Source: an optimization exercise on an open RTL-to-GDS flow (aim: small area and a short achievable clock period). Production flows keep margins and buffers that such runs may drop. RTL that was checked went through simulation tests only; none was proved equivalent to the original. Power figures rest on the tool's default switching activity, not on a simulated workload.

run 1:
## data_mem_responder
module data_mem_responder #(
   parameter int ADDR_W      = ADDR_W_DEF,
   parameter int DATA_W      = DATA_W_DEF,
   parameter int WAIT_CYCLES = 2
) (
   input  logic                 clk,
   input  logic                 rst,
   input  logic                 req,
   input  logic                 we,
   input  logic [ADDR_W+1:0]    addr,
   input  logic [DATA_W-1:0]    wdata,
   output logic [DATA_W-1:0]    rdata,
   output logic                 ack,
   output logic                 err,
   output logic                 busy
);
Settings: LEC_CHECK=0, CAP_MARGIN=20, CORE_MARGIN=2, CORE_UTILIZATION=40, CTS_CLUSTER_DIAMETER=100, CTS_CLUSTER_SIZE=24, PLACE_DENSITY=0.5, SETUP_SLACK_MARGIN=2.4, SLEW_MARGIN=20; clock period 4.5 ns.
run.sh (not shown) runs the stock make flow with config.mk's settings and CLKGATE_MAP_FILE= SYNTH_SCRIPT=/design/flow/synth_recipe.tcl, a recipe that flattens the netlist after the stock synthesis.
Input-level comparison between run 2 and run 1:
diff --git a/flow/config.mk b/flow/config.mk
--- a/flow/config.mk
+++ b/flow/config.mk
@@ -10,6 +10,5 @@
 export CORE_UTILIZATION = 40
 export CTS_CLUSTER_DIAMETER = 100
-export CTS_CLUSTER_SIZE = 24
-export PLACE_DENSITY = 0.5
-export SETUP_SLACK_MARGIN = 2.4
+export CTS_CLUSTER_SIZE = 30
+export SETUP_SLACK_MARGIN = 2.3
 export SLEW_MARGIN = 20
--- outcome ---
- Sort run 1 and run 2 by share of final layout cell area taken by non-clock buffers, ascending, and run 2 comes first.
- Run 2 against run 1: number of antenna repair diodes went down 6, signal arrival time at the worst endpoint moved up, post-route worst setup slack fell 0.066 ns, clock buffer instance count of the final layout went down, flop and latch count out of synthesis essentially unchanged.
- NOTE count of multi-input gates run 1->run 2 decreased slightly
- In the flow results for run 1 and run 2, the internal portion of total power is smaller on run 2.
- Run 1 was larger in final cell area than run 2.
- [run 2] combinational fraction of design power fell 0.9 points relative to run 1
- Between run 1 and run 2, the difference in count of placed standard cells including taps is negligible.
## Diff of input files: run 3 against run 2
diff --git a/flow/config.mk b/flow/config.mk
--- a/flow/config.mk
+++ b/flow/config.mk
@@ -10,5 +10,5 @@
 export CORE_UTILIZATION = 40
 export CTS_CLUSTER_DIAMETER = 100
-export CTS_CLUSTER_SIZE = 30
-export SETUP_SLACK_MARGIN = 2.3
+export CTS_CLUSTER_SIZE = 24
+export SETUP_SLACK_MARGIN = 2.35
 export SLEW_MARGIN = 20
[summary]
In run 3, the actual transition at the worst max-transition pin came out 0.011 ns below the value in run 2. From run 2 to run 3 the numbers moved as follows: count of cell instances traversed by the critical path moved down; synthesis-to-layout area growth moved up; adder-cell share of the synthesized area level; design area moved up; cell leakage power moved up. A category of the most critical setup path of flop to output pin is what run 3 shows, while primary input to flop belongs to run 2. Cell count after placement of run 3 is on par with run 2.

alpha:
data_mem_responder, a different RTL version from the one above (not shown whole).
Size in the first run: ~2,200 flip-flops, roughly 79 I/O pins, about 62,000 µm² of cells after synthesis.
export LEC_CHECK = 0
export CAP_MARGIN = 20
export CORE_MARGIN = 2
export CORE_UTILIZATION = 40
export SLEW_MARGIN = 20
create_clock -name core_clock -period 4.5 [get_ports {clk}]
Modified inputs, beta compared to alpha
Settings: SETUP_SLACK_MARGIN now 2.2, previously not set.
==> comparison <==
Of beta and alpha, the run reporting the lower data arrival time of the worst path was beta. beta — clock power about 4% higher, alpha as reference. beta ended up with a higher global-route usage than alpha did. beta: done, clean on timing, DRC and antenna. Compare beta and alpha | critical path depth lower: alpha.

The RTL this note starts from:
==> flow/design.v <==
package data_mem_responder_pkg;
   localparam int ADDR_W_DEF = 6;
   localparam int DATA_W_DEF = 32;
   localparam int TAP_STEP   = 3;
endpackage
import data_mem_responder_pkg::*;
module data_mem_responder_array #(
   parameter int ADDR_W = ADDR_W_DEF,
   parameter int DATA_W = DATA_W_DEF
) (
   input  logic                   clk,
   input  logic [2**ADDR_W-1:0]   we_i,     
   input  logic [2**ADDR_W-1:0]   hold_i,   
   input  logic [DATA_W-1:0]      wdata_i,
   input  logic [2**ADDR_W/2-1:0] rsel_i,   
   input  logic                   rinv_i,   
   output logic [DATA_W-1:0]      rdata_o
);
   localparam int N = 2**ADDR_W;
   logic [DATA_W-1:0] slot_q [N];
   logic [DATA_W-1:0] rd_pos, rd_neg;
   function automatic logic inverted(input int s);
      inverted = ((s / TAP_STEP + 1) % 2) == 1;
   endfunction
   for (genvar s = 0; s < N; s++) begin : g_slot
      if (s % TAP_STEP == 0) begin : g_tap
         logic [DATA_W-1:0] wd;
         assign wd = inverted(s) ? wdata_i : ~wdata_i;
         always_ff @(posedge clk)
            slot_q[s] <= ~(({DATA_W{we_i[s]}} & wd) | ({DATA_W{hold_i[s]}} & slot_q[(s + N - 1) % N]));
      end else begin : g_pass
         always_ff @(posedge clk)
            slot_q[s] <= slot_q[(s + N - 1) % N];
      end
   end
   always_comb begin
      rd_pos = '0;
      rd_neg = '0;
      for (int k = 0; k < N/2; k++)
         if (inverted(2*k)) rd_neg = rd_neg | (slot_q[2*k] & {DATA_W{rsel_i[k]}});
         else               rd_pos = rd_pos | (slot_q[2*k] & {DATA_W{rsel_i[k]}});
   end
   assign rdata_o = rd_pos | ({DATA_W{rinv_i}} & ~rd_neg);
endmodule
import data_mem_responder_pkg::*;
module data_mem_responder #(
   parameter int ADDR_W      = ADDR_W_DEF,
   parameter int DATA_W      = DATA_W_DEF,
   parameter int WAIT_CYCLES = 2
) (
   input  logic                 clk,
   input  logic                 rst,
   input  logic                 req,
   input  logic                 we,
   input  logic [ADDR_W+1:0]    addr,
   input  logic [DATA_W-1:0]    wdata,
   output logic [DATA_W-1:0]    rdata,
   output logic                 ack,
   output logic                 err,
   output logic                 busy
);
   localparam int N = 2**ADDR_W;
   logic              busy_q, w1_q, ack_q, err_q;
   logic              we_q, mis_q;
   logic              st_q;        
   logic              pend_q;      
   logic [ADDR_W-1:0] phase_q, pos_q, pos_d, npos2;
   logic [N-1:0]      hit_q, nhit_q, hit_d;
   logic              anyhit_q;
   logic [N/2-1:0]    rsel_q, rsel_d;  
   logic              rinv_q, rinv_d;
   logic [DATA_W-1:0] buf_q;
   logic [DATA_W-1:0] rdata_q, ring_rdata;
   logic              accept, done, wr;
   function automatic logic inverted(input int s);
      inverted = ((s / TAP_STEP + 1) % 2) == 1;
   endfunction
   assign accept = req & ~busy_q;
   assign done   = req & rst & w1_q;                  
   assign wr     = (done & st_q) | pend_q;            
   data_mem_responder_array #(.ADDR_W(ADDR_W), .DATA_W(DATA_W)) u_array (
      .clk     (clk),
      .we_i    (hit_q & {N{wr}}),
      .hold_i  (nhit_q | {N{~wr}}),
      .wdata_i (buf_q),
      .rsel_i  (rsel_q),
      .rinv_i  (rinv_q),
      .rdata_o (ring_rdata)
   );
   assign pos_d = accept ? (addr[ADDR_W+1:2] + phase_q) : (pos_q + 1'b1);
   assign npos2 = pos_q + 2'd2;
   always_comb begin
      for (int s = 0; s < N; s++)
         hit_d[s] = (s % TAP_STEP == 0) && (npos2 == ADDR_W'(s));
      rinv_d = 1'b0;
      for (int k = 0; k < N/2; k++) begin
         rsel_d[k] = (pos_d == ADDR_W'(2*k));
         if (inverted(2*k)) rinv_d = rinv_d | rsel_d[k];
      end
   end
   always_ff @(posedge clk) begin
      phase_q  <= phase_q + 1'b1;
      pos_q    <= pos_d;
      hit_q    <= hit_d;
      nhit_q   <= ~hit_d;
      anyhit_q <= |hit_d;
      rsel_q   <= rsel_d;
      rinv_q   <= rinv_d;
      pend_q   <= wr & ~anyhit_q;
      if (accept) begin
         we_q  <= we;
         mis_q <= (addr[1:0] != 2'b00);
         buf_q <= wdata;
      end else if (!we_q) begin
         buf_q <= ring_rdata;
      end
   end
   always_ff @(posedge clk) begin
      if (!rst) begin
         busy_q  <= 1'b0;
         w1_q    <= 1'b0;
         ack_q   <= 1'b0;
         st_q    <= 1'b0;
         err_q   <= 1'b0;
         rdata_q <= '0;
      end else begin
         busy_q <= req;
         w1_q   <= req & busy_q & ~w1_q & ~ack_q;
         ack_q  <= req & (w1_q | ack_q);
         st_q   <= req & (accept ? (we & (addr[1:0] == 2'b00)) : (st_q & ~w1_q & ~ack_q));
         if (done) begin
            err_q <= mis_q;
            if (mis_q) rdata_q <= '0;
            else if (!we_q) rdata_q <= pos_q[0] ? buf_q : ring_rdata;
         end else if (ack_q && !req) begin
            err_q <= 1'b0;
         end
      end
   end
   assign ack   = ack_q;
   assign busy  = busy_q;
   assign err   = err_q;
   assign rdata = rdata_q;
endmodule
clock: 4.5 ns
lec_check: 0
cap_margin: 20
core_margin: 2
core_utilization: 40
setup_slack_margin: 2.45
slew_margin: 20
Rerun with:
- SETUP_SLACK_MARGIN: 2.45 -> 2.3
Sequential share of layout area went up by 1.2 points. Power went down slightly. Synthesized area stays the same. Clock skew went up by 0.0038 ns. Synthesized cell count does not change. Hold slack gets better by 0.0049 ns. Critical path depth went up by 3. Final cell count went down slightly. Cell area went down slightly. Combinational power went down by about a fifth.

data_mem_responder, a different RTL version from the one above (not shown whole).
For scale: ~2200 flip-flops, about 79 I/O pins.
export LEC_CHECK = 0
export CAP_MARGIN = 20
export CORE_MARGIN = 2
export CORE_UTILIZATION = 40
export SETUP_SLACK_MARGIN = 2.3
export SLEW_MARGIN = 20
create_clock -name core_clock -period 4.5 [get_ports {clk}]
standard.sh (not shown) runs the stock make flow with config.mk's settings and CLKGATE_MAP_FILE= SYNTH_SCRIPT=/design/flow/synth_recipe.tcl, a recipe that flattens the netlist after the stock synthesis.
==> flow/flow/run.sh <==
#!/bin/bash
# The standard layout, with clock tree synthesis told to form sink clusters of up to 28
# flip-flops within 90 um and not to add dummy loads.
set -euo pipefail
bash standard.sh \
  CTS_ARGS="-sink_clustering_enable -repair_clock_nets -sink_clustering_size 28 -sink_clustering_max_diameter 90 -dont_use_dummy_load" \
  finish > standard.log 2>&1
==> next run, changes <==
==> flow/run.sh (new file) <==
#!/bin/bash
# synth_recipe.tcl (not shown) runs the flow's synth.tcl, then flattens the netlist and writes it again
# the make line also repeats each setting of config.mk as NAME=value (left out here)
make -C /OpenROAD-flow-scripts/flow DESIGN_CONFIG=/design/flow/config.mk WORK_HOME=/design/flow/orfs CLKGATE_MAP_FILE= SYNTH_SCRIPT=/design/flow/synth_recipe.tcl finish
removed: flow/flow/run.sh
removed: flow/standard.sh
Flip-flop and latch count is unchanged.
Total power grows by a quarter to a third.
Critical path depth does not change.
Wire length is higher by a few percent.
Design area rose by a few percent.
Core utilization went up by 3.2 points.
Global-route usage grows by 0.52 points.
Maximum frequency is higher slightly.
Cell count is higher by a few percent.
Die area is unchanged.
Hold slack gets better by 0.044 ns.
==> next run, changes <==
- CTS_CLUSTER_DIAMETER: default -> 100
- CTS_CLUSTER_SIZE: default -> 30
=> Non-clock buffer count rises by 11; clock power falls by 45%; register-to-register slack is about the same; utilization falls by 3.2 points; area after synthesis is unchanged; global-route usage falls by 0.45 points.
==> next run, changes <==
- CTS_CLUSTER_SIZE: 30 -> 24
The changed run passed the timing, design-rule and antenna checks.
Total power rose by 2.4%.
Critical path depth fell by 5.
Synthesized area is unchanged.
Combinational power rose by about 1%.
Register-to-register slack is about the same.
==> next run, changes <==
==> flow/flow/run.sh (new file) <==
#!/bin/bash
# The standard layout, with clock tree synthesis told not to add dummy loads.
set -euo pipefail
bash standard.sh \
  CTS_ARGS="-sink_clustering_enable -repair_clock_nets -dont_use_dummy_load" \
  finish > standard.log 2>&1
==> flow/standard.sh (new file) <==
#!/bin/bash
# synth_recipe.tcl (not shown) runs the flow's synth.tcl, then flattens the netlist and writes it again
# the make line also repeats each setting of config.mk as NAME=value (left out here)
make -C /OpenROAD-flow-scripts/flow DESIGN_CONFIG=/design/flow/config.mk WORK_HOME=/design/flow/orfs CLKGATE_MAP_FILE= SYNTH_SCRIPT=/design/flow/synth_recipe.tcl "${@:-finish}"
- CTS_CLUSTER_DIAMETER: 100 -> default
- CTS_CLUSTER_SIZE: 24 -> default
removed: flow/run.sh
- clock power climbs by 40%
- via count goes up by 2.1%
- synthesized cell count stays the same
- power rises by 12%
- core utilization is higher by 1.5 points
- die area is unchanged
- wire length grows by 1.3%
- design area rises by 3.3%
- register-to-register slack stays flat
- sequential share of layout area decreases by 2.1 points
- critical path depth goes up by 3
Function was not checked in any run of this note: the RTL went through the layout flow alone.

[afterwards: timing with drivers on the ports]
The flow's constraints put no driver on any port. The routed layouts listed below were extracted and timed again, unchanged, in two steps. Step 1: set_driving_cell puts a clkbuf_16 on clk and a buf_2 on each other input, an assumption about the parent block. Step 2 moves the port delays by t, midway between the first and last clock arrival at a register: inputs arrive t later, outputs are due t later. That takes back most of the time a late clock gives input paths. a / b / c = ideal / step 1 / step 2; a / b = the first two.
run	t (ns)	setup slack, ns	worst setup path at the end	latest minus earliest clock arrival (ns)	pins driven straight from the clock port
run 1	0.841	2.310 / 2.224 / 1.585	input to register	0.043 / 0.042	1
run 2	0.825	2.244 / 2.245 / 1.481	input to register	0.045 / 0.044	1
run 3	0.817	2.280 / 2.202 / 1.577	input to register	0.041 / 0.041	1
alpha	0.907	0.724 / 0.724 / 0.502	input to register	0.051 / 0.051	1
beta	0.915	1.987 / 1.987 / 1.462	input to register	0.061 / 0.061	1
the first run of note 3	0.897	2.210 / 2.240 / 1.372	input to register	0.031 / 0.031	1
the second run of note 3	0.899	2.229 / 2.229 / 1.388	input to register	0.038 / 0.038	1
the first run of note 4	0.771	2.244 / 2.250 / 1.532	input to register	0.106 / 0.107	1
the second run of note 4	0.889	2.277 / 2.242 / 1.476	input to register	0.029 / 0.029	1
the third run of note 4	0.788	2.271 / 2.255 / 1.527	input to register	0.063 / 0.062	1
the fourth run of note 4	0.802	2.261 / 2.254 / 1.564	input to register	0.040 / 0.040	1
the fifth run of note 4	0.864	2.274 / 2.255 / 1.462	input to register	0.075 / 0.076	1
After both steps every run listed still meets setup and hold. The setup slack of the second run of note 3, which loses most, moves by 0.000 ns with the drivers and by -0.841 ns with both steps.
